Background: an optimization exercise with open tools, aiming at small area, a short achievable clock period and few clock cycles per item. Do not read the settings as production practice. RTL that was checked went through simulation tests only; none was proved equivalent to the original. Function not checked in run 7: the RTL went through the layout flow alone. Power is estimated from default activity; no workload was simulated.

### flow/design.v
package wgns_pkg;
	localparam int MAX_WIDTH  = 256;
	localparam int MAX_HEIGHT = 256;
	localparam int COL_W      = $clog2(MAX_WIDTH);
	localparam int ROW_W      = $clog2(MAX_HEIGHT);
	localparam int SIZE_W     = 9;
	localparam int THR_W      = 4;
	localparam int CFG_IDX_W  = 2;
	localparam int CFG_DATA_W = SIZE_W;
	localparam int IN_DATA_W  = 8;
	localparam int OUT_DATA_W = 24;
	localparam int OUT_USER_W = 2;
	localparam logic [SIZE_W-1:0] RST_WIDTH   = SIZE_W'(64);
	localparam logic [SIZE_W-1:0] RST_HEIGHT  = SIZE_W'(64);
	localparam logic [THR_W-1:0]  RST_KEEP    = THR_W'(5);
	localparam logic [THR_W-1:0]  RST_GROW    = THR_W'(6);
	localparam logic [CFG_IDX_W-1:0] REG_GRID_WIDTH  = 2'd0;
	localparam logic [CFG_IDX_W-1:0] REG_GRID_HEIGHT = 2'd1;
	localparam logic [CFG_IDX_W-1:0] REG_WALL_KEEP   = 2'd2;
	localparam logic [CFG_IDX_W-1:0] REG_FLOOR_GROW  = 2'd3;
endpackage
module wgns_seg #(
	parameter int LEN = 1
) (
	input  logic clk,
	input  logic en,
	input  logic sel,
	input  logic d,
	output logic q
);
	logic [LEN-1:0] sr;
	always_ff @(posedge clk) begin
		if (en) begin
			sr <= {sr, d};
		end
	end
	assign q = sel ? sr[LEN-1] : d;
endmodule
module wgns_line_buf (
	input  logic       clk,
	input  logic       en,
	input  logic [7:0] sel,
	input  logic       d,
	output logic       q
);
	logic s128, s64, s32, s16, s8, s4, s2, s1;
	logic r1, r2;
	wgns_seg #(.LEN(128)) u_s128 (.clk(clk), .en(en), .sel(sel[7]), .d(d),    .q(s128));
	wgns_seg #(.LEN(64))  u_s64  (.clk(clk), .en(en), .sel(sel[6]), .d(s128), .q(s64));
	wgns_seg #(.LEN(32))  u_s32  (.clk(clk), .en(en), .sel(sel[5]), .d(s64),  .q(s32));
	wgns_seg #(.LEN(16))  u_s16  (.clk(clk), .en(en), .sel(sel[4]), .d(s32),  .q(s16));
	always_ff @(posedge clk) begin
		if (en) begin
			r1 <= s16;
		end
	end
	wgns_seg #(.LEN(8))   u_s8   (.clk(clk), .en(en), .sel(sel[3]), .d(r1),   .q(s8));
	wgns_seg #(.LEN(4))   u_s4   (.clk(clk), .en(en), .sel(sel[2]), .d(s8),   .q(s4));
	wgns_seg #(.LEN(2))   u_s2   (.clk(clk), .en(en), .sel(sel[1]), .d(s4),   .q(s2));
	wgns_seg #(.LEN(1))   u_s1   (.clk(clk), .en(en), .sel(sel[0]), .d(s2),   .q(s1));
	always_ff @(posedge clk) begin
		if (en) begin
			r2 <= s1;
		end
	end
	assign q = r2;
endmodule
module wall_grid_neighbor_smoothing_core (
	input  logic                                clk,
	input  logic                                arst_n,
	input  logic                                s_axis_tvalid,
	output logic                                s_axis_tready,
	input  logic [wgns_pkg::IN_DATA_W-1:0]      s_axis_tdata,   
	output logic                                m_axis_tvalid,
	input  logic                                m_axis_tready,
	output logic [wgns_pkg::OUT_DATA_W-1:0]     m_axis_tdata,   
	output logic [wgns_pkg::OUT_USER_W-1:0]     m_axis_tuser,   
	output logic                                m_axis_tlast,   
	input  logic                                cfg_we,
	input  logic [wgns_pkg::CFG_IDX_W-1:0]      cfg_index,
	input  logic [wgns_pkg::CFG_DATA_W-1:0]     cfg_wdata
);
	logic [7:0] sat3;
	logic [7:0] wv_q, hv_q;    
	logic [3:0] keep_thr_q, grow_thr_q;
	assign sat3 = (cfg_wdata < 9'd3)   ? 8'd0 :
	              (cfg_wdata > 9'd256) ? 8'd253 : 8'(cfg_wdata - 9'd3);
	always_ff @(posedge clk or negedge arst_n) begin
		if (!arst_n) begin
			wv_q       <= 8'(wgns_pkg::RST_WIDTH - 3);
			hv_q       <= 8'(wgns_pkg::RST_HEIGHT - 3);
			keep_thr_q <= wgns_pkg::RST_KEEP;
			grow_thr_q <= wgns_pkg::RST_GROW;
		end else if (cfg_we) begin
			case (cfg_index)
				wgns_pkg::REG_GRID_WIDTH:  wv_q       <= sat3;
				wgns_pkg::REG_GRID_HEIGHT: hv_q       <= sat3;
				wgns_pkg::REG_WALL_KEEP:   keep_thr_q <= cfg_wdata[3:0];
				wgns_pkg::REG_FLOOR_GROW:  grow_thr_q <= cfg_wdata[3:0];
				default: ;
			endcase
		end
	end
	logic e0_q, e1_q, v0_q, v1_q, tready_q;
	logic in_acc, adv_q, push_q, take;
	logic v0_n, v1_n;
	assign in_acc        = s_axis_tvalid && tready_q;
	assign s_axis_tready = tready_q;
	always_comb begin
		v0_n = v0_q;
		v1_n = v1_q;
		if (adv_q) begin
			v0_n = v1_q || in_acc;
			v1_n = v1_q && in_acc;
		end else if (in_acc) begin
			v0_n = 1'b1;
			v1_n = v0_q;
		end
	end
	always_ff @(posedge clk or negedge arst_n) begin
		if (!arst_n) begin
			v0_q <= 1'b0;
			v1_q <= 1'b0;
		end else begin
			v0_q <= v0_n;
			v1_q <= v1_n;
		end
	end
	always_ff @(posedge clk) begin
		tready_q <= !v1_n;
	end
	always_ff @(posedge clk) begin
		if (adv_q ? !v1_q : !v0_q)
			e0_q <= s_axis_tdata[0];
		else if (adv_q)
			e0_q <= e1_q;
		if (in_acc)
			e1_q <= s_axis_tdata[0];
	end
	logic [7:0] cd_q, rd_q, cd_n, rd_n;
	logic       fc_q, fr_q, r1_q, lc_q, lr_q;    
	logic       fc_n, fr_n, r1_n, lc_n, lr_n;
	logic       has_a, has_b, has_a_n, has_b_n;
	assign has_a   = !fr_q && !fc_q;
	assign has_b   = lc_q || lr_q;
	assign has_a_n = !fr_n && !fc_n;
	assign has_b_n = lc_n || lr_n;
	always_comb begin
		cd_n = cd_q;
		rd_n = rd_q;
		fc_n = fc_q;
		fr_n = fr_q;
		r1_n = r1_q;
		lc_n = lc_q;
		lr_n = lr_q;
		if (adv_q) begin
			if (lc_q) begin
				cd_n = '0;
				fc_n = 1'b1;
				lc_n = 1'b0;
				if (lr_q) begin
					rd_n = '0;
					fr_n = 1'b1;
					r1_n = 1'b0;
					lr_n = 1'b0;
				end else begin
					rd_n = rd_q - 1'b1;
					fr_n = 1'b0;
					r1_n = fr_q;
					lr_n = rd_q == ~hv_q;
				end
			end else begin
				cd_n = cd_q - 1'b1;
				fc_n = 1'b0;
				lc_n = cd_q == ~wv_q;
			end
		end
	end
	always_ff @(posedge clk or negedge arst_n) begin
		if (!arst_n) begin
			cd_q <= '0;
			rd_q <= '0;
			fc_q <= 1'b1;
			fr_q <= 1'b1;
			r1_q <= 1'b0;
			lc_q <= 1'b0;
			lr_q <= 1'b0;
		end else begin
			cd_q <= cd_n;
			rd_q <= rd_n;
			fc_q <= fc_n;
			fr_q <= fr_n;
			r1_q <= r1_n;
			lc_q <= lc_n;
			lr_q <= lr_n;
		end
	end
	logic mid_bit, top_bit;    
	wgns_line_buf u_row1 (
		.clk (clk),
		.en  (push_q),
		.sel (wv_q),
		.d   (e0_q),
		.q   (mid_bit)
	);
	wgns_line_buf u_row2 (
		.clk (clk),
		.en  (push_q),
		.sel (wv_q),
		.d   (mid_bit),
		.q   (top_bit)
	);
	logic [1:0] new_sum, s1_sum_q, s2_sum_q;
	logic       m2_q;           
	logic       t_eff, b_eff;
	logic [3:0] ge, ge_q;
	assign t_eff   = top_bit || r1_q;
	assign b_eff   = e0_q || lr_q;
	assign new_sum = lc_q ? 2'd3 : 2'(t_eff) + 2'(mid_bit) + 2'(b_eff);
	logic [9:0] keep_t, grow_t, thr_t, thr_s;
	always_comb begin
		for (int j = 0; j < 10; j++) begin
			keep_t[j] = 4'(j) > keep_thr_q;
			grow_t[j] = 4'(j) >= grow_thr_q;
		end
		thr_t = m2_q ? keep_t : grow_t;
		thr_s = thr_t >> s1_sum_q;
		ge    = 4'(thr_s >> (fc_q ? 2'd3 : s2_sum_q));
	end
	always_ff @(posedge clk) begin
		if (adv_q) begin
			s1_sum_q <= fc_q ? 2'd3 : s2_sum_q;
			s2_sum_q <= new_sum;
			m2_q     <= mid_bit;
			ge_q     <= ge;
		end
	end
	logic pa_q, pb_q, bbit_q, abit, ov_q, mv, mv_bit;
	logic pa_n, pb_n;
	logic q0_q, q1_q, qv0_q, qv1_q, qv0_n, qv1_n;
	logic adv_n, free_n;
	assign abit   = ge_q[s2_sum_q];
	assign mv     = (pa_q || pb_q) && !qv1_q;
	assign mv_bit = pa_q ? abit : bbit_q;
	assign take   = qv0_q && (m_axis_tready || !ov_q);
	always_comb begin
		pa_n = pa_q;
		pb_n = pb_q;
		if (adv_q && (has_a || has_b)) begin
			pa_n = has_a;
			pb_n = has_b;
		end else if (mv) begin
			if (pa_q)
				pa_n = 1'b0;
			else
				pb_n = 1'b0;
		end
		qv0_n = qv0_q;
		qv1_n = qv1_q;
		if (take) begin
			qv0_n = qv1_q || mv;
			qv1_n = 1'b0;
		end else if (mv) begin
			qv0_n = 1'b1;
			qv1_n = qv0_q;
		end
		if (has_a_n || has_b_n)
			free_n = !(pa_n || pb_n) || (!qv1_n && (pa_n != pb_n));
		else
			free_n = !pa_n || !qv1_n;
		adv_n = v0_n && free_n;
	end
	always_ff @(posedge clk or negedge arst_n) begin
		if (!arst_n) begin
			pa_q   <= 1'b0;
			pb_q   <= 1'b0;
			qv0_q  <= 1'b0;
			qv1_q  <= 1'b0;
			adv_q  <= 1'b0;
			push_q <= 1'b0;
		end else begin
			pa_q   <= pa_n;
			pb_q   <= pb_n;
			qv0_q  <= qv0_n;
			qv1_q  <= qv1_n;
			adv_q  <= adv_n;
			push_q <= adv_n && !lc_n;
		end
	end
	always_ff @(posedge clk) begin
		if (adv_q && has_b)
			bbit_q <= e0_q;
		if (take ? !qv1_q : !qv0_q)
			q0_q <= mv_bit;
		else if (take)
			q0_q <= q1_q;
		if (mv && qv0_q && !take)
			q1_q <= mv_bit;
	end
	logic       owall_q, osm_q, orl_q, olast_q, start_q;
	logic [7:0] ocol_q, orow_q;
	logic       f_xw2_q, f_yh2_q, f_yh1_q;    
	logic       n_sm, n_rl, n_last, n_xw2, n_yh2, n_yh1;
	logic [7:0] n_col, n_row;
	logic       eq_wm3, eq_hm3;
	assign eq_wm3 = ocol_q == wv_q;
	assign eq_hm3 = orow_q == hv_q;
	always_comb begin
		n_sm   = 1'b0;
		n_rl   = 1'b1;
		n_last = 1'b0;
		n_xw2  = 1'b0;
		n_yh2  = 1'b0;
		n_yh1  = 1'b0;
		n_col  = ocol_q;
		n_row  = orow_q;
		if (start_q || olast_q) begin
			n_col = wv_q + 8'd2;
			n_row = '0;
		end else if (!osm_q) begin
			if (f_yh1_q) begin
				n_sm  = 1'b1;
				n_rl  = 1'b0;
				n_row = hv_q + 8'd1;
				n_xw2 = f_xw2_q;
				n_yh2 = 1'b1;
			end else if (f_yh2_q) begin
				n_col = '0;
				n_row = orow_q + 1'b1;
				n_yh1 = 1'b1;
			end else begin
				n_sm  = 1'b1;
				n_col = '0;
			end
		end else begin
			if (f_yh2_q) begin
				n_col  = ocol_q + 1'b1;
				n_row  = orow_q + 1'b1;
				n_xw2  = eq_wm3;
				n_yh1  = 1'b1;
				n_last = f_xw2_q;
			end else if (f_xw2_q) begin
				n_col = ocol_q + 1'b1;
				n_row = orow_q + 1'b1;
				n_yh2 = eq_hm3;
			end else begin
				n_sm  = 1'b1;
				n_col = ocol_q + 1'b1;
				n_xw2 = eq_wm3;
				n_rl  = !eq_wm3;
				n_yh2 = f_yh2_q;
			end
		end
	end
	always_ff @(posedge clk or negedge arst_n) begin
		if (!arst_n) begin
			ov_q    <= 1'b0;
			start_q <= 1'b1;
		end else begin
			ov_q <= take || (ov_q && !m_axis_tready);
			if (take)
				start_q <= 1'b0;
		end
	end
	logic [20:0] oreg_q, oreg_n;
	assign oreg_n = ({21{take}}  & {q0_q, n_row, n_col, n_rl, n_sm, n_last}) |
	                ({21{!take}} & oreg_q);
	always_ff @(posedge clk or negedge arst_n) begin
		if (!arst_n)
			oreg_q <= '0;
		else
			oreg_q <= oreg_n;
	end
	assign {owall_q, orow_q, ocol_q, orl_q, osm_q, olast_q} = oreg_q;
	always_ff @(posedge clk) begin
		if (take) begin
			f_xw2_q <= n_xw2;
			f_yh2_q <= n_yh2;
			f_yh1_q <= n_yh1;
		end
	end
	assign m_axis_tvalid = ov_q;
	assign m_axis_tdata  = {7'd0, owall_q, orow_q, ocol_q};
	assign m_axis_tuser  = {orl_q, osm_q};
	assign m_axis_tlast  = olast_q;
endmodule
### flow/run.sh
#!/bin/bash
# synth_recipe.tcl (not shown) runs the flow's synth.tcl, then flattens the netlist and writes it again
# the make line also repeats each setting of config.mk as NAME=value (left out here)
make -C /OpenROAD-flow-scripts/flow DESIGN_CONFIG=/design/flow/config.mk WORK_HOME=/design/flow/orfs CLKGATE_MAP_FILE= SYNTH_SCRIPT=/design/flow/synth_recipe.tcl finish
### flow/config.mk
export PLATFORM = sky130hd
export DESIGN_NAME = wall_grid_neighbor_smoothing_core
export DESIGN_NICKNAME = wall_grid_neighbor_smoothing_core
export VERILOG_FILES = /design/flow/design.v
export SDC_FILE = /design/flow/constraint.sdc
export NUM_CORES = 4
export LEC_CHECK = 0
export CAP_MARGIN = 20
export CORE_MARGIN = 2
export CORE_UTILIZATION = 60
export CTS_BUF_LIST = sky130_fd_sc_hd__clkbuf_8
export CTS_CLUSTER_DIAMETER = 60
export CTS_CLUSTER_SIZE = 20
export HOLD_SLACK_MARGIN = 0
export SETUP_SLACK_MARGIN = 2.9
export SLEW_MARGIN = 20
### flow/constraint.sdc
create_clock -name core_clock -period 5.0 [get_ports {clk}]
set_input_delay 1.0000 -clock core_clock [delete_from_list [all_inputs] [get_ports {clk}]]
set_output_delay 1.0000 -clock core_clock [all_outputs]
set_load 0.01 [all_outputs]
==> results_dict.tcl, run 1 <==
set metrics [dict create \
    grt_overflow 0 \
    critPathRequiredTime_ps 4000 \
    syn_avg_cell_area_sq_um 18.3 \
    initial_core_util_pct 60.6 \
    fin_crit_sh_pct 43.6 \
    ys_ff_latch 607 \
    seq_area_frac_synth_pct 83.5 \
    layout.nets 1277 \
    viasPerCell 5.51 \
    outcome "finished clean" \
    layout_common_cells "edfxtp_1, nand2_1, o21ai_0" \
    path_class "flop to output port" \
    antenna_left 0 \
    synth_flop_cell "edfxtp_1" \
    tightestPinTransition_ps 981 \
    layout-drive-gt1-share_pct 16.6 \
    worstRegToRegCells 4 \
    wl_per_cell_microns 18.0 \
    max-clock-path-buffers 3 \
    firstDrtPassIters 5 \
    ir_drop_uv 481 \
    vias 9503 \
    fillers 2378 \
    synth.largest_area_cell "edfxtp_1" \
    synth_top_family_by_area "simple AND/OR/NAND/NOR gates" \
    yosysUniqueCellTypes 67 \
    final_common_cell "edfxtp_1" \
    drt_wl_total_microns 31000 \
    dp_slack_ps 1910 \
    globalplace.congestion 0.825 \
    worstPathMaxFanout 2 \
    final_cells 1725 \
    grt_max_degree 167 \
    setup_viol 0 \
    hold_class "flop to flop" \
    muxShareOfSynthArea_pct 1.96 \
    clock-skew-final_ps 31.3 \
    p_leak_uw 0.00750 \
    fin_hold_ws_ps 417 \
    syn_inst 1168 \
    yosys.area_share.xor_xnor_pct 2.42 \
    die_x_microns 193 \
    clock-sinks 607 \
    fin_ws_ps 2820 \
    final_util_pct 66.0 \
    port_buffers 38 \
    hold_depth 0 \
    slowest_stage "dfrtp_4" \
    io_pins 53 \
    cts_tree "built" \
    max_slew_margin_pct 34.6 \
    synth_edf_count 531 \
    root_buffer "clkbuf_8" \
    clk_latency_ps 620 \
    critPathLaunchType "flop" \
    path_cells "buf_6" \
    crit_family "flip-flops" \
    synth_fa_ha_area_share_pct 0.620 \
    hold_viol_final 0 \
    core_area_sq_mm 0.0353 \
    slew_viol_final 0 \
    synth_compound_area_share_pct 4.91 \
    timing.setup.tns_ps 0 \
    end_kind "output port" \
    post-place-cells 1626 \
    dr.first_iter.drc_count 733 \
    crit_buf_inv 1 \
    arrival_ps 1180 \
    fin_crit_ps 2180 \
    cp.depth 1 \
    cellPowerDensity_mw_per_mm2 582 \
    yosys.area_share.simple_pct 4.97 \
    synth.top_cells.by_area "edfxtp_1, dfrtp_1, dfstp_2" \
    maxCapViolations 0 \
    rows 69 \
    grt_pass1_vias 8801 \
    mappedNetlistArea_sq_mm 0.0214 \
    fmax_mhz 459 \
    grt_usage_pct 16.9 \
    syn2layout_area_growth_pct 8.93 \
    cts-htree-levels 2 \
    fp.dieH_microns 193 \
    synth.top_cell.area_share_pct 74.5 \
    max_stage_delay_ps 480 \
    antenna_found_initial 2 \
    synth-warning-count 10 \
    clk_pin_slew_ps 90 \
    dieArea_sq_mm 0.0372 \
    grt_pass1_wl_microns 47900 \
    async_flop_share_pct 12.4 \
    dp_hpwl_microns 16300 \
    holdBufCountCts 0 \
    remaining_drc_errors 0 \
    cts_made_buffers 41 \
    rsz0062_at_grt "yes" \
]
==> stage by stage <==
step                power (uW)  cell area [sq um]
floorplan                10400              21500
global placement         11100              22200
detailed placement       11100              22200
CTS                      13700              23200
global route             14300              23300
finish                   13600              23300
==> where the power goes <==
part / switching (uW) / internal (uW) / leakage [uW]
clock network: 1480 / 825 / 0.000393
logic: 1710 / 976 / 0.00171
registers: 732 / 7830 / 0.00540
==> synth_stat cells, types with 3 or more instances <==
master,count
a211oi_1,4
a21o_1,4
a21oi_1,31
a22o_1,12
a22oi_1,4
a2bb2oi_1,3
a31oi_1,8
and2_1,6
and3_1,3
buf_2,8
buf_4,14
clkbuf_1,29
dfrtp_1,58
dfstp_2,17
edfxtp_1,531
ha_1,9
inv_1,20
mux2_2,25
mux2i_1,10
nand2_1,65
nand2b_1,14
nand3_1,19
nand3b_1,3
nand4_1,11
nor2_1,36
nor2b_1,9
nor3_1,21
nor3b_1,6
nor4_1,7
o21a_1,3
o21ai_0,70
o22ai_1,5
o31ai_1,4
or2_2,3
xnor2_1,28
xor2_1,31
==> layer usage <==
layer | track usage (%) | part of all wire (%)
met1 | 27.8 | 52
met2 | 22.3 | 41
met3 | 3.31 | 4.5
met4 | 6.08 | 2.3
met5 | 0 | 0
==> final cells by class <==
| cell class | instances | area, sq um | share of cell area, % |
|---|---|---|---|
| Clock inverter | 20 | 126 | 0.542 |
| Timing Repair Buffer | 78 | 723 | 3.10 |
| Inverter | 22 | 86.3 | 0.370 |
| Tap cell | 461 | 577 | 2.48 |
| Antenna cell | 1 | 2.50 | 0.0107 |
| Clock buffer | 43 | 592 | 2.54 |
| Sequential cell | 607 | 17900 | 76.8 |
| Multi-Input combinational cell | 493 | 3300 | 14.1 |
==> sequential cells by signal (all words and copies together) (netlist names), 8 cells and up, named ones only <==
register and count:
u_row2.u_s8.sr 8, u_row1.u_s16.sr 16, cd_q 8, u_row1.u_s8.sr 8, u_row2.u_s128.sr 128, u_row1.u_s128.sr 128
rd_q 8, u_row2.u_s16.sr 16, hv_q 8, u_row1.u_s64.sr 64, u_row2.u_s64.sr 64, u_row2.u_s32.sr 32
u_row1.u_s32.sr 32, wv_q 8
==> cell families after synthesis <==
group / count (synthesis)
flops: 607
xor+xnor: 59
mux: 37
compound gates: 167
fa+ha+maj: 10
buf+inv: 74
other cells: 1
simple gates: 213
==> path summary, 6_finish.rpt <==
| check | slack [ps] | end | from |
|---|---|---|---|
| worst max register to register | 2930 | u_row2.r2$_DFFE_PP_ | wv_q[3]$_DFFE_PN1P_ |
| worst max-delay path | 2820 | m_axis_tuser[0] | flop |
| worst min-delay path | 420 | u_row2.u_s8.sr[7]$_DFFE_PP_ | u_row2.u_s8.sr[6]$_DFFE_PP_ |
| max in group asynchronous | 3690 | async pin | arst_n |
| min in group asynchronous | 530 | async pin | arst_n |
| worst min register to register | 420 | u_row2.u_s8.sr[7]$_DFFE_PP_ | u_row2.u_s8.sr[6]$_DFFE_PP_ |
==> what timing repair did <==
item                                    4_1_cts  5_1_grt
resized for setup                           136       18
endpoints found under the setup margin       62       50
pin swaps                                     3        3
buffers inserted                             26        9
hold endpoints to repair                      0        0
Testbench counts, summed over its fixed seeds: cycles 72,316, items 68,207.
==> run 2, diff against run 1 <==
--- a/flow/config.mk
+++ b/flow/config.mk
@@ -13,4 +13,4 @@
 export CTS_CLUSTER_SIZE = 20
 export HOLD_SLACK_MARGIN = 0
-export SETUP_SLACK_MARGIN = 2.9
+export SETUP_SLACK_MARGIN = 2.85
 export SLEW_MARGIN = 20
==> results_dict.tcl, run 2 <==
set metrics [dict create \
    layout.nets 1275 \
    cellPowerDensity_mw_per_mm2 586 \
    hold_viol_final 0 \
    crit_family "flip-flops" \
    max_slew_margin_pct 36.0 \
    core_area_sq_mm 0.0353 \
    hold_depth 0 \
    synth.top_cells.by_area "edfxtp_1, dfrtp_1, dfstp_2" \
    root_buffer "clkbuf_8" \
    initial_core_util_pct 60.6 \
    syn_avg_cell_area_sq_um 18.3 \
    grt_max_degree 136 \
    antenna_left 0 \
    pwr-share-clk_pct 18.2 \
    outcome "finished clean" \
    grt_overflow 0 \
    final_common_cell "edfxtp_1" \
    ir_drop_uv 723 \
    fin_hold_ws_ps 415 \
    yosysMostFrequentCell "edfxtp_1" \
    grt_pass1_vias 8838 \
    remaining_drc_errors 0 \
    fp.dieH_microns 193 \
    grt_usage_pct 16.8 \
    synth.largest_area_cell "edfxtp_1" \
    globalplace.congestion 0.847 \
    hold_class "flop to flop" \
    vias 9599 \
    worstRegToRegCells 4 \
    wl_per_cell_microns 17.9 \
    ys_ff_latch 607 \
    max-clock-path-buffers 3 \
    syn_inst 1168 \
    setup_viol 0 \
    critPathLaunchType "flop" \
    p_sw_uw 3910 \
    antennaDiodeCount 0 \
    total_power_uw 13700 \
    dr.first_iter.drc_count 752 \
    synth-warning-count 10 \
    fin_ws_ps 2800 \
    critPathRequiredTime_ps 4000 \
    port_buffers 38 \
    fin_crit_ps 2200 \
    syn2layout_area_growth_pct 9.32 \
    post-place-cells 1628 \
    die_x_microns 193 \
    end_kind "output port" \
    clk_pin_slew_ps 110 \
    path_cells "buf_6" \
    clock-sinks 607 \
    mappedNetlistArea_sq_mm 0.0214 \
    tightestPinTransition_ps 960 \
    dieArea_sq_mm 0.0372 \
    maxCapViolations 0 \
    p_leak_uw 0.00757 \
    slew_viol_final 0 \
    grt_pass1_wl_microns 48000 \
    final_cells 1729 \
    rows 69 \
    path_class "flop to output port" \
    layout-drive-gt1-share_pct 16.7 \
    synth_edf_count 531 \
    clk_latency_ps 630 \
    async_flop_share_pct 12.4 \
    synth_flop_cell "edfxtp_1" \
    rsz0062_at_grt "yes" \
    pwr-share-comb_pct 18.7 \
    clock-skew-final_ps 30.9 \
    drt_wl_total_microns 30900 \
    fillers 2385 \
    antenna_found_initial 0 \
    arrival_ps 1200 \
    cts_made_buffers 40 \
    dp_hpwl_microns 16200 \
    p_seq_share_pct 63.0 \
    cts-htree-levels 2 \
    reg.largest.list "u_row1.u_s128.sr x128, u_row2.u_s128.sr x128" \
    synth.top_cell.area_share_pct 74.5 \
    swShare_pct 28.5 \
    viasPerCell 5.55 \
    max_stage_delay_ps 480 \
    io_pins 53 \
    synth_commonest_cells "edfxtp_1, o21ai_0, nand2_1, dfrtp_1, nor2_1" \
    cts_tree "built" \
    yosysUniqueCellTypes 67 \
    fin_crit_sh_pct 44.0 \
    seq_area_frac_synth_pct 83.5 \
    timing.setup.tns_ps 0 \
    dp_slack_ps 2000 \
    crit_buf_inv 1 \
    firstDrtPassIters 4 \
    slowest_stage "dfrtp_4" \
    p_int_uw 9800 \
    cp.depth 1 \
    fmax_mhz 455 \
    worstPathMaxFanout 2 \
    layout_common_cells "edfxtp_1, o21ai_0, nand2_1" \
]
==> run 2: cell families after synthesis <==
group / Yosys count / share of synthesized area [%]
adders and majority gates: 10 / 0.620
buffers and inverters: 74 / 1.60
xor gates and xnor gates: 59 / 2.42
muxes: 37 / 1.96
and+or+nand+nor: 213 / 4.97
AOI/OAI and AO/OA: 167 / 4.91
DFF: 607 / 83.5
other: 1 / 0.0175
==> run 2: timing repair <==
item / 4_1_cts / 5_1_grt
gates resized for setup: 130 / 21
pin swaps: 2 / 4
setup buffers: 23 / 9
hold endpoints to repair: 0 / 0
endpoints found under the setup margin: 49 / 113
hold buffers: 0 / 0
==> run 2: final cells by class <==
class / instances / area [sq um] / share of cell area [%]
inverter: 22 / 82.6 / 0.353
tap: 461 / 577 / 2.47
clock buffer: 42 / 578 / 2.47
timing repair buffer: 77 / 704 / 3.01
sequential: 607 / 17900 / 76.5
multi-input combinational: 493 / 3300 / 14.1
clock inverter: 27 / 246 / 1.05
==> run 2: path summary, 6_finish.rpt <==
| kind | from | end | slack [ps] |
|---|---|---|---|
| worst max-delay path | flop | m_axis_tuser[0] | 2800 |
| worst min-delay path | u_row1.u_s64.sr[36]$_DFFE_PP_ | u_row1.u_s64.sr[37]$_DFFE_PP_ | 420 |
| worst max register to register | wv_q[3]$_DFFE_PN1P_ | u_row1.r2$_DFFE_PP_ | 2960 |
| worst min register to register | u_row1.u_s64.sr[36]$_DFFE_PP_ | u_row1.u_s64.sr[37]$_DFFE_PP_ | 420 |
| max in group asynchronous | arst_n | adv_q$_DFF_PN0_ | 3730 |
| min in group asynchronous | arst_n | async pin | 520 |
==> run 2: per-layer routing <==
layer	routed length, microns	global-route usage (%)	up-vias
li1	-	-	4545
met1	16000	28.0	4842
met2	12900	22.5	167
met3	1230	2.89	45
met4	671	5.75	0
met5	0	0	-
==> run 2: power by group through the flow <==
stage               Sequential [uW]  Combinational, uW  Clock (uW)
floorplan                      9060               1350           0
global placement               8810               2260           0
detailed placement             8810               2310           0
CTS                            8660               2530        2630
global route                   8820               2880        2790
finish                         8650               2560        2500
==> run 2: stage by stage <==
| step | utilization (%) | instance area, sq um |
|---|---|---|
| after floorplan | - | 21500 |
| after global placement | 63.0 | 22200 |
| after detailed placement | 63.0 | 22200 |
| after CTS | 65.9 | 23300 |
| after global routing | 66.2 | 23400 |
| final | 66.2 | 23400 |
==> run 3, diff against run 2 <==
--- a/flow/config.mk
+++ b/flow/config.mk
@@ -8,9 +8,9 @@
 export CAP_MARGIN = 20
 export CORE_MARGIN = 2
-export CORE_UTILIZATION = 60
+export CORE_UTILIZATION = 65
 export CTS_BUF_LIST = sky130_fd_sc_hd__clkbuf_8
 export CTS_CLUSTER_DIAMETER = 60
 export CTS_CLUSTER_SIZE = 20
 export HOLD_SLACK_MARGIN = 0
-export SETUP_SLACK_MARGIN = 2.85
+export SETUP_SLACK_MARGIN = 2.9
 export SLEW_MARGIN = 20
==> results_dict.tcl, run 3 <==
set metrics [dict create \
    outcome "finished clean" \
    cellPowerDensity_mw_per_mm2 583 \
    max-clock-path-buffers 3 \
    met2_length_microns 12800 \
    io_pins 53 \
    hold_depth 0 \
    reg.largest.list "u_row1.u_s128.sr x128, u_row2.u_s128.sr x128" \
    fmax_mhz 464 \
    seq_area_frac_synth_pct 83.5 \
    cts_made_buffers 40 \
    crit_family "flip-flops" \
    clock-sinks 607 \
    layout_common_cells "edfxtp_1, o21ai_0, nand2_1" \
    arrival_ps 1160 \
    end_kind "output port" \
    grt_pass1_vias 8707 \
    rows 66 \
    path_cells "buf_6" \
    worstRegToRegCells 4 \
    grt_overflow 0 \
    final_common_cell "edfxtp_1" \
    fp.dieH_microns 185 \
    port_buffers 38 \
    syn_avg_cell_area_sq_um 18.3 \
    clock-skew-final_ps 35.6 \
    grt_pass1_wl_microns 47100 \
    dr.first_iter.drc_count 675 \
    critPathRequiredTime_ps 4000 \
    cts-htree-levels 2 \
    p_leak_uw 0.00759 \
    synth_commonest_cells "edfxtp_1, o21ai_0, nand2_1, dfrtp_1, nor2_1" \
    fin_crit_sh_pct 43.1 \
    hold_viol_final 0 \
    clk_latency_ps 580 \
    synth.top_cells.by_area "edfxtp_1, dfrtp_1, dfstp_2" \
    critPathLaunchType "flop" \
    viasPerCell 5.64 \
    rsz0062_at_grt "yes" \
    async_flop_share_pct 12.4 \
    grt_usage_pct 17.7 \
    dr_wl_met3_microns 1060 \
    hold_class "flop to flop" \
    total_power_uw 13600 \
    tightestPinTransition_ps 950 \
    max_slew_margin_pct 36.7 \
    antenna_found_initial 0 \
    synth_flop_cell "edfxtp_1" \
    syn2layout_area_growth_pct 9.39 \
    die_x_microns 185 \
    antenna_left 0 \
    routed.top_layer "met4" \
    synth_edf_count 531 \
    layout-drive-gt1-share_pct 17.0 \
    drt_wl_total_microns 30400 \
    vias 9712 \
    fillers 2021 \
    path_class "flop to output port" \
    crit_buf_inv 1 \
    max_stage_delay_ps 480 \
    layout.nets 1288 \
    synth.top_cell.area_share_pct 74.5 \
    ys_ff_latch 607 \
    core_area_sq_mm 0.0325 \
    root_buffer "clkbuf_8" \
    yosysMostFrequentCell "edfxtp_1" \
    wl_per_cell_microns 17.7 \
    syn_inst 1168 \
    cts_tree "built" \
    fin_crit_ps 2160 \
    slew_viol_final 0 \
    firstDrtPassIters 5 \
    dieArea_sq_mm 0.0344 \
    slowest_stage "dfrtp_4" \
    holdBufCountCts 0 \
    dp_hpwl_microns 16300 \
    mappedNetlistArea_sq_mm 0.0214 \
    ir_drop_uv 592 \
    timing.setup.tns_ps 0 \
    globalplace.congestion 0.812 \
    initial_core_util_pct 65.9 \
    grt_max_degree 152 \
    antennaDiodeCount 0 \
    maxCapViolations 0 \
    wirelength_met1_microns 16000 \
    yosysUniqueCellTypes 67 \
    synth-warning-count 10 \
    cp.depth 1 \
    clk_pin_slew_ps 110 \
    remaining_drc_errors 0 \
    setup_viol 0 \
    worstPathMaxFanout 2 \
    synth.largest_area_cell "edfxtp_1" \
]
-- run 3: where the power goes --
group	leakage (uW)	switching [uW]	internal (uW)	total, uW
Clock	0.000439	1440	902	2340
Sequential	0.00541	754	7830	8580
Combinational	0.00175	1700	1030	2730
Total	0.00759	3880	9760	13600
-- run 3: worst paths after layout --
path / startpoint / end / slack, ps
min in group asynchronous: arst_n / async pin / 580
min: u_row1.u_s64.sr[6]$_DFFE_PP_ / u_row1.u_s64.sr[7]$_DFFE_PP_ / 420
max: flop / m_axis_tuser[0] / 2840
max reg2reg: wv_q[7]$_DFFE_PN0P_ / u_row1.r1$_DFFE_PP_ / 2950
max in group asynchronous: arst_n / async pin / 3730
min reg2reg: u_row1.u_s64.sr[6]$_DFFE_PP_ / u_row1.u_s64.sr[7]$_DFFE_PP_ / 420
-- run 3: cell families after synthesis --
logic type	after synthesis	synth area share (%)
flip-flops	607	83.5
buffers and inverters	74	1.60
other	1	0.0175
AND/OR/NAND/NOR	213	4.97
AO/OA/AOI/OAI	167	4.91
multiplexers	37	1.96
XOR/XNOR	59	2.42
adder cells (fa/ha/maj)	10	0.620
-- run 3: routing by layer --
| metal | vias up | GRT usage (%) |
|---|---|---|
| met1 | 4915 | 29.9 |
| met3 | 44 | 2.56 |
| met2 | 173 | 24.1 |
| met4 | 0 | 5.11 |
| met5 | - | 0 |
| li1 | 4580 | - |
-- run 3: through the flow --
step / worst slack [ps] / cells / hold WS [ps] / area (sq um) / utilization, %
finish: 2840 / 1721 / 418 / 23400 / 72.1
global route: 2800 / 1721 / 420 / 23400 / 72.1
CTS: 2800 / 1703 / 414 / 23200 / 71.5
detailed placement: 1900 / 1608 / 405 / 22200 / 68.5
global placement: 1890 / 1608 / 402 / 22200 / 68.5
floorplan: 791 / 1174 / 400 / 21500 / -
-- run 3: worst register-to-register path: stages, from the launching register on --
cell	delay, ps
dfrtp_2	520
mux2_2	420
mux2_2	300
mux2_2	320
mux2_2	270
-- run 3: repair_timing --
item                       in CTS  in global routing
resized for setup             138                 13
setup endpoints to repair      62                255
pin swaps                       5                  3
buffers inserted               28                 18
-- run 3: layout make-up --
type | count | area (sq um) | share of cell area [%]
Clock buffer | 42 | 578 | 2.47
Timing Repair Buffer | 90 | 813 | 3.48
Clock inverter | 25 | 175 | 0.749
Inverter | 22 | 86.3 | 0.369
Sequential cell | 607 | 17900 | 76.5
Tap cell | 442 | 553 | 2.36
Multi-Input combinational cell | 493 | 3300 | 14.1
==> run 4, diff against run 3 <==
--- a/flow/config.mk
+++ b/flow/config.mk
@@ -8,8 +8,8 @@
 export CAP_MARGIN = 20
 export CORE_MARGIN = 2
-export CORE_UTILIZATION = 65
+export CORE_UTILIZATION = 55
 export CTS_BUF_LIST = sky130_fd_sc_hd__clkbuf_8
-export CTS_CLUSTER_DIAMETER = 60
-export CTS_CLUSTER_SIZE = 20
+export CTS_CLUSTER_DIAMETER = 55
+export CTS_CLUSTER_SIZE = 18
 export HOLD_SLACK_MARGIN = 0
 export SETUP_SLACK_MARGIN = 2.9
==> results_dict.tcl, run 4 <==
set metrics [dict create \
    outcome "finished clean" \
    globalplace.congestion 0.814 \
    path_class "flop to output port" \
    syn2layout_area_growth_pct 11.0 \
    dp_hpwl_microns 16300 \
    max-clock-path-buffers 3 \
    dr_wl_met3_microns 1440 \
    met2_length_microns 12800 \
    worstPathMaxFanout 2 \
    final_common_cell "edfxtp_1" \
    yosysUniqueCellTypes 67 \
    critPathRequiredTime_ps 4000 \
    max_slew_margin_pct 35.0 \
    async_flop_share_pct 12.4 \
    final_util_pct 61.6 \
    clk_latency_ps 630 \
    synth-warning-count 10 \
    hold_class "flop to flop" \
    cts_tree "built" \
    layout-drive-gt1-share_pct 18.0 \
    dieArea_sq_mm 0.0405 \
    initial_core_util_pct 55.5 \
    p_leak_uw 0.00769 \
    mappedNetlistArea_sq_mm 0.0214 \
    syn_avg_cell_area_sq_um 18.3 \
    regArea_sq_mm 0.0179 \
    clock-sinks 607 \
    p_sw_uw 4050 \
    syn_inst 1168 \
    grt_max_degree 172 \
    reg2reg_from "m2_q$_DFFE_PP_" \
    p_int_uw 10100 \
    synth.largest_area_cell "edfxtp_1" \
    synth.top_cells.by_area "edfxtp_1, dfrtp_1, dfstp_2" \
    pwr-share-clk_pct 19.5 \
    cellPowerDensity_mw_per_mm2 595 \
    ir_drop_uv 322 \
    cp-endpoint "m_axis_tuser[0]" \
    critPathLaunchType "flop" \
    tightestPinTransition_ps 975 \
    slew_viol_final 0 \
    multi_input_area_sq_mm 0.00332 \
    max_stage_delay_ps 480 \
    dr.first_iter.drc_count 637 \
    port_buffers 38 \
    yosysMostFrequentCell "edfxtp_1" \
    antenna_found_initial 0 \
    seq_area_frac_synth_pct 83.5 \
    reg.largest.list "u_row1.u_s128.sr x128, u_row2.u_s128.sr x128" \
    swShare_pct 28.7 \
    cts-htree-levels 2 \
    io_pins 53 \
    crit_family "flip-flops" \
    setup_viol 0 \
    rsz0062_at_grt "yes" \
    grt_overflow 0 \
    rows 72 \
    wirelength_met1_microns 16800 \
    routed.top_layer "met4" \
    hold_viol_final 0 \
    slowest_stage "dfrtp_4" \
    cp.depth 1 \
    fp.dieH_microns 201 \
    drt_wl_total_microns 31900 \
    timing.setup.tns_ps 0 \
    core_area_sq_mm 0.0386 \
    clk_pin_slew_ps 100 \
    grt_pass1_vias 9023 \
    firstDrtPassIters 5 \
    synth_edf_count 531 \
    layout.nets 1293 \
    maxCapViolations 0 \
    p_seq_share_pct 60.9 \
    vias 9720 \
    fmax_mhz 450 \
    r2r_slack_ps 2920 \
    crit_buf_inv 1 \
    die_x_microns 201 \
    fin_crit_sh_pct 44.4 \
    grt_pass1_wl_microns 50000 \
    rr_endpoint "ge_q[3]$_DFFE_PP_" \
    end_kind "output port" \
    synth_commonest_cells "edfxtp_1, o21ai_0, nand2_1, dfrtp_1, nor2_1" \
    root_buffer "clkbuf_8" \
    antennaDiodeCount 0 \
    cts_made_buffers 47 \
    clock-skew-final_ps 23.0 \
    pwr-share-comb_pct 19.7 \
    antenna_left 0 \
    holdBufCountCts 0 \
    grt_usage_pct 15.6 \
    path_cells "buf_6" \
    worstRegToRegCells 7 \
    arrival_ps 1220 \
    fin_hold_ws_ps 409 \
    fillers 2854 \
    wl_per_cell_microns 17.7 \
    layout_common_cells "edfxtp_1, o21ai_0, nand2_1" \
    viasPerCell 5.39 \
    synth_flop_cell "edfxtp_1" \
    ys_ff_latch 607 \
    fin_crit_ps 2220 \
    synth.top_cell.area_share_pct 74.5 \
    remaining_drc_errors 0 \
]
run 4: final cells by class:
type / instances / area share, %
clock buffer: 49 / 2.84
multi-input combinational: 494 / 14.0
sequential: 607 / 75.4
tap: 518 / 2.73
timing repair buffer: 87 / 3.43
clock inverter: 28 / 1.25
inverter: 22 / 0.364
run 4: worst min-delay path by stage:
stage / start / to / slack (ps) / cells after the start
after floorplan: u_row1.u_s128.sr[99]$_DFFE_PP_ / u_row1.u_s128.sr[100]$_DFFE_PP_ / 400 / 0
final: u_row1.u_s16.sr[3]$_DFFE_PP_ / u_row1.u_s16.sr[4]$_DFFE_PP_ / 410 / 0
after CTS: u_row1.u_s16.sr[3]$_DFFE_PP_ / u_row1.u_s16.sr[4]$_DFFE_PP_ / 410 / 0
after global placement: u_row2.u_s16.sr[6]$_DFFE_PP_ / u_row2.u_s16.sr[7]$_DFFE_PP_ / 400 / 0
after detailed placement: u_row1.u_s128.sr[108]$_DFFE_PP_ / u_row1.u_s128.sr[109]$_DFFE_PP_ / 400 / 0
after global routing: u_row1.u_s32.sr[2]$_DFFE_PP_ / u_row1.u_s32.sr[3]$_DFFE_PP_ / 400 / 0
run 4: through the flow:
| step | power [uW] | std cells | setup WS (ps) | instance area (sq um) |
|---|---|---|---|---|
| floorplan | 10400 | 1174 | 791 | 21500 |
| global placement | 11100 | 1683 | 1480 | 22300 |
| detailed placement | 11100 | 1683 | 1480 | 22300 |
| CTS | 14200 | 1786 | 2710 | 23600 |
| global route | 14900 | 1805 | 2710 | 23700 |
| finish | 14100 | 1805 | 2780 | 23700 |
run 4: timing repair:
item / 4_1_cts / 5_1_grt
pin swaps: 3 / 2
buffers inserted: 26 / 18
resized for setup: 140 / 12
cloned: 0 / 1
setup endpoints to repair: 241 / 49
run 4: per-layer routing:
| metal | global-route usage, % | up-vias |
|---|---|---|
| met4 | 5.23 | 0 |
| met2 | 20.4 | 162 |
| met5 | 0 | - |
| met3 | 3.84 | 52 |
| li1 | - | 4593 |
| met1 | 25.7 | 4913 |
run 4: logic make-up after synthesis:
family / Yosys count / synth area share, %
flops: 607 / 83.5
compound gates: 167 / 4.91
buf+inv: 74 / 1.60
fa+ha+maj: 10 / 0.620
other cells: 1 / 0.0175
mux: 37 / 1.96
xor+xnor: 59 / 2.42
simple gates: 213 / 4.97
run 4: power groups by stage:
stage | clock network (uW) | registers, uW | logic, uW
after CTS | 2890 | 8630 | 2670
final | 2750 | 8590 | 2770
after global placement | 0 | 8820 | 2260
after detailed placement | 0 | 8820 | 2320
after global routing | 3060 | 8760 | 3100
after floorplan | 0 | 9060 | 1350
==> run 5, diff against run 4 <==
--- a/flow/config.mk
+++ b/flow/config.mk
@@ -8,8 +8,8 @@
 export CAP_MARGIN = 20
 export CORE_MARGIN = 2
-export CORE_UTILIZATION = 55
+export CORE_UTILIZATION = 60
 export CTS_BUF_LIST = sky130_fd_sc_hd__clkbuf_8
-export CTS_CLUSTER_DIAMETER = 55
-export CTS_CLUSTER_SIZE = 18
+export CTS_CLUSTER_DIAMETER = 80
+export CTS_CLUSTER_SIZE = 16
 export HOLD_SLACK_MARGIN = 0
 export SETUP_SLACK_MARGIN = 2.9
==> results_dict.tcl, run 5 <==
set metrics [dict create \
    synth.largest_area_cell "edfxtp_1" \
    ys_ff_latch 607 \
    grt_pass1_vias 8854 \
    root_buffer "clkbuf_8" \
    pwr-share-clk_pct 17.6 \
    syn_avg_cell_area_sq_um 18.3 \
    end_kind "output port" \
    slowest_stage "dfrtp_4" \
    final_util_pct 66.2 \
    maxCapViolations 0 \
    p_int_uw 9730 \
    synth-warning-count 10 \
    tightestPinTransition_ps 970 \
    p_sw_uw 3920 \
    worstRegToRegCells 4 \
    path_cells "buf_6" \
    fin_crit_ps 2230 \
    fp.dieH_microns 193 \
    wl_per_cell_microns 17.9 \
    crit_family "flip-flops" \
    firstDrtPassIters 4 \
    ir_drop_uv 484 \
    remaining_drc_errors 0 \
    cp.depth 1 \
    grt_overflow 0 \
    regArea_sq_mm 0.0179 \
    layout_common_cells "edfxtp_1, o21ai_0, nand2_1" \
    critPathLaunchType "flop" \
    layout.nets 1282 \
    syn2layout_area_growth_pct 9.30 \
    clock-skew-final_ps 42.4 \
    synth_commonest_cells "edfxtp_1, o21ai_0, nand2_1, dfrtp_1, nor2_1" \
    synth_edf_count 531 \
    seq_area_frac_synth_pct 83.5 \
    yosysMostFrequentCell "edfxtp_1" \
    post-place-cells 1626 \
    rr_endpoint "u_row2.r2$_DFFE_PP_" \
    slew_viol_final 0 \
    worstPathMaxFanout 2 \
    final_cells 1739 \
    swShare_pct 28.7 \
    r2r_slack_ps 2930 \
    hold_class "flop to flop" \
    dp_hpwl_microns 16300 \
    arrival_ps 1230 \
    critPathRequiredTime_ps 4000 \
    grt_max_degree 167 \
    fillers 2367 \
    port_buffers 38 \
    timing.setup.tns_ps 0 \
    initial_core_util_pct 60.6 \
    die_x_microns 193 \
    antenna_found_initial 2 \
    mappedNetlistArea_sq_mm 0.0214 \
    final_common_cell "edfxtp_1" \
    drt_wl_total_microns 31200 \
    antenna_left 0 \
    max_stage_delay_ps 480 \
    fin_ws_ps 2770 \
    async_flop_share_pct 12.4 \
    cellPowerDensity_mw_per_mm2 584 \
    clock-sinks 607 \
    io_pins 53 \
    dieArea_sq_mm 0.0372 \
    dp_slack_ps 1910 \
    clk_latency_ps 640 \
    synth.top_cells.by_area "edfxtp_1, dfrtp_1, dfstp_2" \
    path_class "flop to output port" \
    crit_buf_inv 1 \
    reg.largest.list "u_row1.u_s128.sr x128, u_row2.u_s128.sr x128" \
    layout-drive-gt1-share_pct 16.4 \
    p_seq_share_pct 62.7 \
    viasPerCell 5.50 \
    pwr-share-comb_pct 19.7 \
    outcome "finished clean" \
    p_leak_uw 0.00758 \
    globalplace.congestion 0.825 \
    cp-endpoint "m_axis_tuser[0]" \
    syn_inst 1168 \
    setup_viol 0 \
    yosysUniqueCellTypes 67 \
    holdBufCountCts 0 \
    rsz0062_at_grt "yes" \
    grt_pass1_wl_microns 48300 \
    max-clock-path-buffers 3 \
    fin_crit_sh_pct 44.5 \
    synth.top_cell.area_share_pct 74.5 \
    reg2reg_from "wv_q[3]$_DFFE_PN1P_" \
    core_area_sq_mm 0.0353 \
    fmax_mhz 449 \
    rows 69 \
    synth_flop_cell "edfxtp_1" \
    clk_pin_slew_ps 90 \
    hold_viol_final 0 \
    cts_tree "built" \
    multi_input_area_sq_mm 0.00329 \
    cts_made_buffers 45 \
    grt_usage_pct 17.0 \
    max_slew_margin_pct 35.3 \
    cts-htree-levels 2 \
    vias 9573 \
    dr.first_iter.drc_count 738 \
]
[run 5: cell counts after synthesis]
Identical to the previous run, type by type.
[run 5: through the flow]
step	total power, uW	area [sq um]	hold WS (ps)
after global placement	11100	22200	402
final	13700	23400	395
after CTS	13800	23300	390
after floorplan	10400	21500	400
after global routing	14400	23400	395
after detailed placement	11100	22200	405
[run 5: worst min path at each step]
stage	from	to	slack, ps	cells past startpoint
2_1_floorplan	u_row1.u_s128.sr[99]$_DFFE_PP_	u_row1.u_s128.sr[100]$_DFFE_PP_	400	0
3_3_place_gp	u_row1.u_s128.sr[126]$_DFFE_PP_	u_row1.u_s128.sr[127]$_DFFE_PP_	400	0
3_5_place_dp	u_row1.u_s64.sr[26]$_DFFE_PP_	u_row1.u_s64.sr[27]$_DFFE_PP_	400	0
4_1_cts	u_row1.u_s64.sr[50]$_DFFE_PP_	u_row1.u_s64.sr[51]$_DFFE_PP_	390	0
5_1_grt	u_row2.u_s64.sr[27]$_DFFE_PP_	u_row2.u_s64.sr[28]$_DFFE_PP_	390	0
6_report	u_row2.u_s64.sr[27]$_DFFE_PP_	u_row2.u_s64.sr[28]$_DFFE_PP_	390	0
[run 5: power by group through the flow]
| stage | clock, uW | sequential (uW) | combinational (uW) |
|---|---|---|---|
| 2_1_floorplan | 0 | 9060 | 1350 |
| 3_3_place_gp | 0 | 8750 | 2330 |
| 3_5_place_dp | 0 | 8760 | 2380 |
| 4_1_cts | 2530 | 8600 | 2640 |
| 5_1_grt | 2700 | 8720 | 3020 |
| 6_report | 2400 | 8560 | 2690 |
[run 5: cell type report]
type	instances	area share, %
clock buffer	45	2.65
sequential	607	76.6
tap	461	2.47
antenna	1	0.0107
multi-input combinational	493	14.1
clock inverter	31	0.744
timing repair buffer	79	3.16
inverter	22	0.369
[run 5: timing repair]
item                                    4_1_cts  5_1_grt
buffers inserted                             27        9
pin swaps                                     3        4
resized for setup                           133       17
endpoints found under the setup margin       54       50
gates cloned                                  0        0
hold endpoints to repair                      0        0
[run 5: kinds of logic after synthesis]
group | count (synthesis) | synth area share, %
AOI/OAI and AO/OA | 167 | 4.91
xor gates and xnor gates | 59 | 2.42
adders and majority gates | 10 | 0.620
buffers and inverters | 74 | 1.60
DFF | 607 | 83.5
muxes | 37 | 1.96
other | 1 | 0.0175
and+or+nand+nor | 213 | 4.97
[run 5: metal layers]
layer / global-route usage (%) / up-vias / part of all wire (%)
met4: 5.99 / 0 / 2.5
met3: 3.31 / 52 / 4.4
li1: - / 4564 / -
met5: 0 / - / 0
met1: 28.2 / 4791 / 52
met2: 22.3 / 166 / 41
==> run 6, diff against run 5 <==
--- a/flow/config.mk
+++ b/flow/config.mk
@@ -10,6 +10,7 @@
 export CORE_UTILIZATION = 60
 export CTS_BUF_LIST = sky130_fd_sc_hd__clkbuf_8
-export CTS_CLUSTER_DIAMETER = 80
-export CTS_CLUSTER_SIZE = 16
+export CTS_CLUSTER_DIAMETER = 60
+export CTS_CLUSTER_SIZE = 20
+export GPL_ROUTABILITY_DRIVEN = 0
 export HOLD_SLACK_MARGIN = 0
 export SETUP_SLACK_MARGIN = 2.9
==> results_dict.tcl, run 6 <==
set metrics [dict create \
    outcome "finished clean" \
    path_class "flop to output port" \
    layout.nets 1279 \
    maxCapViolations 0 \
    reg2reg_from "wv_q[3]$_DFFE_PN1P_" \
    reg.largest.list "u_row1.u_s128.sr x128, u_row2.u_s128.sr x128" \
    grt_overflow 0 \
    path_cells "buf_6" \
    p_leak_uw 0.00753 \
    setup_viol 0 \
    yosysMostFrequentCell "edfxtp_1" \
    worstRegToRegCells 4 \
    remaining_drc_errors 0 \
    root_buffer "clkbuf_8" \
    ys_ff_latch 607 \
    antenna_found_initial 0 \
    r2r_slack_ps 2950 \
    syn_inst 1168 \
    fmax_mhz 451 \
    grt_max_degree 185 \
    dr.first_iter.drc_count 747 \
    rows 69 \
    clock-sinks 607 \
    grt_usage_pct 17.3 \
    fp.dieH_microns 193 \
    dp_hpwl_microns 16600 \
    synth.top_cells.by_area "edfxtp_1, dfrtp_1, dfstp_2" \
    min_to "u_row1.u_s16.sr[8]$_DFFE_PP_" \
    antenna_left 0 \
    crit_family "flip-flops" \
    worstHoldStart "u_row1.u_s16.sr[7]$_DFFE_PP_" \
    hold_depth 0 \
    io_pins 53 \
    slowest_stage "dfrtp_4" \
    cts-htree-levels 2 \
    ir_drop_uv 592 \
    rsz0062_at_grt "yes" \
    final_common_cell "edfxtp_1" \
    cts_made_buffers 40 \
    end_kind "output port" \
    initial_core_util_pct 60.6 \
    rr_endpoint "u_row1.r2$_DFFE_PP_" \
    synth.top_cell.area_share_pct 74.5 \
    viasPerCell 5.58 \
    dieArea_sq_mm 0.0372 \
    seq_area_frac_synth_pct 83.5 \
    synth_flop_cell "edfxtp_1" \
    antennaDiodeCount 0 \
    synth_edf_count 531 \
    clk_latency_ps 620 \
    max_slew_margin_pct 36.1 \
    critPathLaunchType "flop" \
    layout_common_cells "edfxtp_1, nand2_1, o21ai_0" \
    arrival_ps 1220 \
    vias 9662 \
    mappedNetlistArea_sq_mm 0.0214 \
    syn2layout_area_growth_pct 9.10 \
    die_x_microns 193 \
    fin_crit_ps 2220 \
    yosysUniqueCellTypes 67 \
    core_area_sq_mm 0.0353 \
    hold_class "flop to flop" \
    critPathRequiredTime_ps 4000 \
    async_flop_share_pct 12.4 \
    synth.largest_area_cell "edfxtp_1" \
    port_buffers 38 \
    layout-drive-gt1-share_pct 16.8 \
    cts_tree "built" \
    hold_viol_final 0 \
    tightestPinTransition_ps 958 \
    grt_pass1_wl_microns 49200 \
    crit_buf_inv 1 \
    max-clock-path-buffers 3 \
    wl_per_cell_microns 18.1 \
    clk_pin_slew_ps 110 \
    post-place-cells 1626 \
    final_cells 1732 \
    syn_avg_cell_area_sq_um 18.3 \
    synth-warning-count 10 \
    cp.depth 1 \
    worstPathMaxFanout 2 \
    timing.setup.tns_ps 0 \
    cellPowerDensity_mw_per_mm2 583 \
    synth_commonest_cells "edfxtp_1, o21ai_0, nand2_1, dfrtp_1, nor2_1" \
    clock-skew-final_ps 26.5 \
    drt_wl_total_microns 31400 \
    grt_pass1_vias 8904 \
    fin_crit_sh_pct 44.3 \
    slew_viol_final 0 \
    max_stage_delay_ps 480 \
    firstDrtPassIters 5 \
]
[run 6: where the power goes]
group / switching [uW] / internal, uW
clock: 1490 / 836
combinational: 1720 / 985
sequential: 735 / 7840
total: 3950 / 9660
[run 6: cell type report]
cell class	instances	area, sq um
Clock buffer	43	592
Clock inverter	25	159
Fill cell	2412	12000
Inverter	22	86.3
Multi-Input combinational cell	493	3300
Sequential cell	607	17900
Tap cell	461	577
Timing Repair Buffer	81	731
[run 6: cells by family after synthesis]
group                    share of synthesized area (%)
AO/OA/AOI/OAI                                     4.91
XOR/XNOR                                          2.42
adder cells (fa/ha/maj)                          0.620
buffers and inverters                             1.60
flip-flops                                        83.5
multiplexers                                      1.96
other                                           0.0175
AND/OR/NAND/NOR                                   4.97
[run 6: how the worst max path moves through the flow]
stage                           from                   to  slack (ps)
floorplan           push_q$_DFF_PN0_  u_row1.r1$_DFFE_PP_         790
global placement       m_axis_tready                 flop        1910
detailed placement     m_axis_tready                 flop        1860
CTS                             flop      m_axis_tuser[0]        2740
global route                    flop      m_axis_tuser[0]        2750
finish                          flop      m_axis_tuser[0]        2780
[run 6: per-stage QoR]
step / utilization (%) / hold slack [ps] / cell area (sq um) / total power (uW) / setup slack, ps
after global placement: 63.0 / 403 / 22200 / 11100 / 1910
after floorplan: - / 400 / 21500 / 10400 / 791
final: 66.1 / 411 / 23300 / 13600 / 2780
after CTS: 65.8 / 393 / 23200 / 13700 / 2740
after detailed placement: 63.0 / 405 / 22200 / 11200 / 1860
after global routing: 66.1 / 403 / 23300 / 14400 / 2750
[run 6: worst register-to-register path, delay by kind of cell, from the launching register on]
kind	cells	cell delay, ps
mux	4	1170
flops	1	640
[run 6: timing repair]
item                       in CTS  in global routing
pin swaps                       3                  5
cloned                          0                  0
setup buffers                  27                 11
hold buffers                    0                  0
setup endpoints to repair      54                 47
resized for setup             132                 22
[run 6: metal layers]
| metal | track usage [%] | vias to the layer above | wire length, microns |
|---|---|---|---|
| met1 | 28.9 | 4897 | 16300 |
| met3 | 3.02 | 48 | 1150 |
| met5 | 0 | - | 0 |
| met4 | 5.61 | 0 | 682 |
| li1 | - | 4560 | - |
| met2 | 23.0 | 157 | 13200 |
==> run 7, diff against run 6 <==
--- a/flow/design.v
+++ b/flow/design.v
@@ -363,12 +363,10 @@
 		end
 	end
-	logic [20:0] oreg_q, oreg_n;
-	assign oreg_n = ({21{take}}  & {q0_q, n_row, n_col, n_rl, n_sm, n_last}) |
-	                ({21{!take}} & oreg_q);
-	always_ff @(posedge clk or negedge arst_n) begin
-		if (!arst_n)
-			oreg_q <= '0;
-		else
+	logic [19:0] oreg_q, oreg_n, port_q;
+	assign oreg_n = {q0_q, n_row, n_col, n_rl, n_sm, n_last};
+	always_ff @(posedge clk) begin
+		if (take)
 			oreg_q <= oreg_n;
+		port_q <= ({20{take}} & oreg_n) | ({20{!take}} & oreg_q);
 	end
 	assign {owall_q, orow_q, ocol_q, orl_q, osm_q, olast_q} = oreg_q;
@@ -381,6 +379,6 @@
 	end
 	assign m_axis_tvalid = ov_q;
-	assign m_axis_tdata  = {7'd0, owall_q, orow_q, ocol_q};
-	assign m_axis_tuser  = {orl_q, osm_q};
-	assign m_axis_tlast  = olast_q;
+	assign m_axis_tdata  = {7'd0, port_q[19:3]};
+	assign m_axis_tuser  = port_q[2:1];
+	assign m_axis_tlast  = port_q[0];
 endmodule
--- a/flow/config.mk
+++ b/flow/config.mk
@@ -12,5 +12,4 @@
 export CTS_CLUSTER_DIAMETER = 60
 export CTS_CLUSTER_SIZE = 20
-export GPL_ROUTABILITY_DRIVEN = 0
 export HOLD_SLACK_MARGIN = 0
 export SETUP_SLACK_MARGIN = 2.9
==> results_dict.tcl, run 7 <==
set metrics [dict create \
    clock-skew-final_ps 22.8 \
    grt_overflow 0 \
    synth.largest_area_cell "edfxtp_1" \
    path_cells "buf_6" \
    cts_tree "built" \
    yosysUniqueCellTypes 73 \
    max_stage_delay_ps 410 \
    root_buffer "clkbuf_8" \
    slowest_stage "dfrtp_1" \
    seq_area_frac_synth_pct 83.1 \
    remaining_drc_errors 0 \
    worstHoldStart "u_row2.u_s64.sr[6]$_DFFE_PP_" \
    yosys.area_share.xor_xnor_pct 2.30 \
    final_common_cell "edfxtp_1" \
    syn_avg_cell_area_sq_um 18.6 \
    synth_edf_count 551 \
    max-clock-path-buffers 3 \
    synth_flop_cell "edfxtp_1" \
    arrival_ps 1150 \
    io_pins 53 \
    synth-warning-count 10 \
    dr.first_iter.drc_count 611 \
    synth_fa_ha_area_share_pct 0.600 \
    antenna_left 0 \
    ys_ff_latch 627 \
    yosysMostFrequentCell "edfxtp_1" \
    path_class "flop to output port" \
    min_to "u_row2.u_s64.sr[7]$_DFFE_PP_" \
    rr_endpoint "u_row1.r2$_DFFE_PP_" \
    slew_viol_final 0 \
    synth_commonest_cells "edfxtp_1, nand2_1, o21ai_0, mux2_2" \
    cts-htree-levels 2 \
    crit_family "flip-flops" \
    rsz0062_at_grt "yes" \
    synth.top_cell.area_share_pct 74.9 \
    layout-drive-gt1-share_pct 18.2 \
    async_flop_share_pct 8.77 \
    synth.top_cells.by_area "edfxtp_1, dfrtp_1, mux2_2" \
    cellPowerDensity_mw_per_mm2 635 \
    fin_crit_sh_pct 43.0 \
    critPathLaunchType "flop" \
    drt_wl_total_microns 31800 \
    dieArea_sq_mm 0.0384 \
    core_area_sq_mm 0.0364 \
    clk_pin_slew_ps 110 \
    r2r_slack_ps 2920 \
    p_leak_uw 0.00828 \
    port_buffers 38 \
    initial_core_util_pct 60.6 \
    worstPathMaxFanout 2 \
    firstDrtPassIters 5 \
    final_util_pct 66.0 \
    hold_depth 0 \
    crit_buf_inv 1 \
    layout.nets 1298 \
    critPathRequiredTime_ps 4000 \
    grt_pass1_wl_microns 49900 \
    worstRegToRegCells 4 \
    synth_compound_area_share_pct 4.71 \
    synth_top_family_by_area "simple AND/OR/NAND/NOR gates" \
    reg2reg_from "wv_q[3]$_DFFE_PN1P_" \
    viasPerCell 5.62 \
    grt_max_degree 123 \
    grt_pass1_vias 9227 \
    layout_common_cells "edfxtp_1, nand2_1, clkbuf_8" \
    syn2layout_area_growth_pct 8.79 \
    ir_drop_uv 375 \
    setup_viol 0 \
    maxCapViolations 0 \
    timing.setup.tns_ps 0 \
    antennaDiodeCount 0 \
    tightestPinTransition_ps 853 \
    cts_made_buffers 42 \
    globalplace.congestion 0.800 \
    max_slew_margin_pct 43.2 \
    rows 70 \
    fmax_mhz 465 \
    fp.dieH_microns 196 \
    hold_viol_final 0 \
    fin_crit_ps 2150 \
    syn_inst 1190 \
    grt_usage_pct 16.6 \
    hold_class "flop to flop" \
    clock-sinks 627 \
    die_x_microns 196 \
    vias 9861 \
    outcome "finished clean" \
    mappedNetlistArea_sq_mm 0.0221 \
    muxShareOfSynthArea_pct 2.76 \
    dp_hpwl_microns 17200 \
    reg.largest.list "u_row1.u_s128.sr x128, u_row2.u_s128.sr x128" \
    wl_per_cell_microns 18.1 \
    end_kind "output port" \
    yosys.area_share.simple_pct 4.76 \
    antenna_found_initial 1 \
    clk_latency_ps 610 \
]
-- run 7: changes by cell type after synthesis, moves of 6 or more --
| cell | delta |
|---|---|
| o21ai_0 | -20 |
| nand3_1 | -6 |
| dfxtp_1 | +20 |
| edfxtp_1 | +20 |
| dfrtp_1 | -20 |
| nand2b_1 | -8 |
| nand2_1 | -7 |
| inv_1 | +6 |
| mux2_2 | +15 |
| or3_1 | +7 |
-- run 7: metrics by stage --
step | hold WS (ps) | std cells | setup WS [ps] | power [uW] | cell area, sq um
after floorplan | 400 | 1196 | 791 | 11900 | 22200
after global placement | 401 | 1658 | 1990 | 12700 | 22900
after detailed placement | 405 | 1658 | 1960 | 12700 | 22900
after CTS | 399 | 1739 | 2750 | 15300 | 23800
after global routing | 396 | 1756 | 2780 | 16100 | 24000
final | 400 | 1756 | 2850 | 15300 | 24000
-- run 7: area by class of cell --
| cell class | count | area, sq um |
|---|---|---|
| clock buffer | 44 | 606 |
| clock inverter | 24 | 191 |
| fill | 2487 | 12400 |
| inverter | 27 | 114 |
| multi-input combinational | 491 | 3490 |
| sequential | 627 | 18400 |
| tap | 468 | 586 |
| timing repair buffer | 75 | 652 |
-- run 7: timing repair --
item,4_1_cts,5_1_grt
setup endpoints to repair,259,37
hold endpoints to repair,0,0
buffers inserted,13,17
cloned,0,0
pin swaps,3,12
resized for setup,114,42
hold buffers,0,0
-- run 7: logic make-up (layout without fill, tap and decap cells) --
| logic type | count (synthesis) | after routing |
|---|---|---|
| and+or+nand+nor | 207 | 207 |
| adders and majority gates | 10 | 10 |
| AOI/OAI and AO/OA | 156 | 156 |
| xor gates and xnor gates | 58 | 58 |
| DFF | 627 | 627 |
| buffers and inverters | 78 | 170 |
| other | 1 | 7 |
| muxes | 53 | 53 |
-- run 7: report_power, final --
part	switching (uW)	leakage, uW	internal [uW]	total (uW)
clock	1500	0.000421	944	2450
sequential	1040	0.00611	9020	10100
combinational	1700	0.00176	1050	2750
total	4240	0.00828	11000	15300
-- run 7: how the worst max path moves through the flow --
stage                      from             endpoint  slack, ps  cells after the start
2_1_floorplan  push_q$_DFF_PN0_  u_row1.r1$_DFFE_PP_        790                      0
3_3_place_gp       cfg_wdata[3]  hv_q[1]$_DFFE_PN0P_       1990                      6
3_5_place_dp       cfg_wdata[3]  hv_q[1]$_DFFE_PN0P_       1960                      6
4_1_cts          ov_q$_DFF_PN0_        m_axis_tvalid       2750                      1
5_1_grt          ov_q$_DFF_PN0_        m_axis_tvalid       2780                      1
6_report         ov_q$_DFF_PN0_        m_axis_tvalid       2850                      1
-- run 7: routing by layer --
metal / track usage (%) / share of wire, % / vias up
met5: 0 / 0 / -
met4: 6.37 / 2.7 / 0
met3: 2.77 / 3.6 / 56
met2: 22.3 / 42 / 152
met1: 27.6 / 52 / 4995
li1: - / - / 4658

## static timing again, ports no longer ideal
The flow's constraints put no driver on any port. The routed layouts listed below were extracted and timed again, unchanged, in two steps. Step 1: set_driving_cell puts a clkbuf_16 on clk and a buf_2 on each other input, an assumption about the parent block. Step 2 times the ports against the registers' clock, not the clock port: input delays grow and output delays shrink by t, the midpoint of the rising clock arrivals with the driver on. Three values: no drivers, after step 1, after step 2; two values: the first two.
run | shift t [ns] | setup WS [ns] | worst hold slack (ns)
run 1 | 0.651 | 2.820 / 2.770 / 2.332 | 0.417 / 0.417 / 0.417
run 2 | 0.659 | 2.802 / 2.751 / 2.256 | 0.415 / 0.415 / 0.415
run 3 | 0.617 | 2.844 / 2.796 / 2.332 | 0.418 / 0.418 / 0.418
run 4 | 0.667 | 2.779 / 2.729 / 2.276 | 0.409 / 0.409 / 0.409
run 5 | 0.663 | 2.775 / 2.726 / 2.262 | 0.395 / 0.395 / 0.395
run 6 | 0.663 | 2.784 / 2.734 / 2.314 | 0.411 / 0.411 / 0.411
run 7 | 0.651 | 2.848 / 2.800 / 2.227 | 0.400 / 0.400 / 0.400
After both steps setup and hold are still met in every run listed. The setup slack of run 7, which loses most, moves by -0.048 ns with the drivers and by -0.621 ns with both steps.
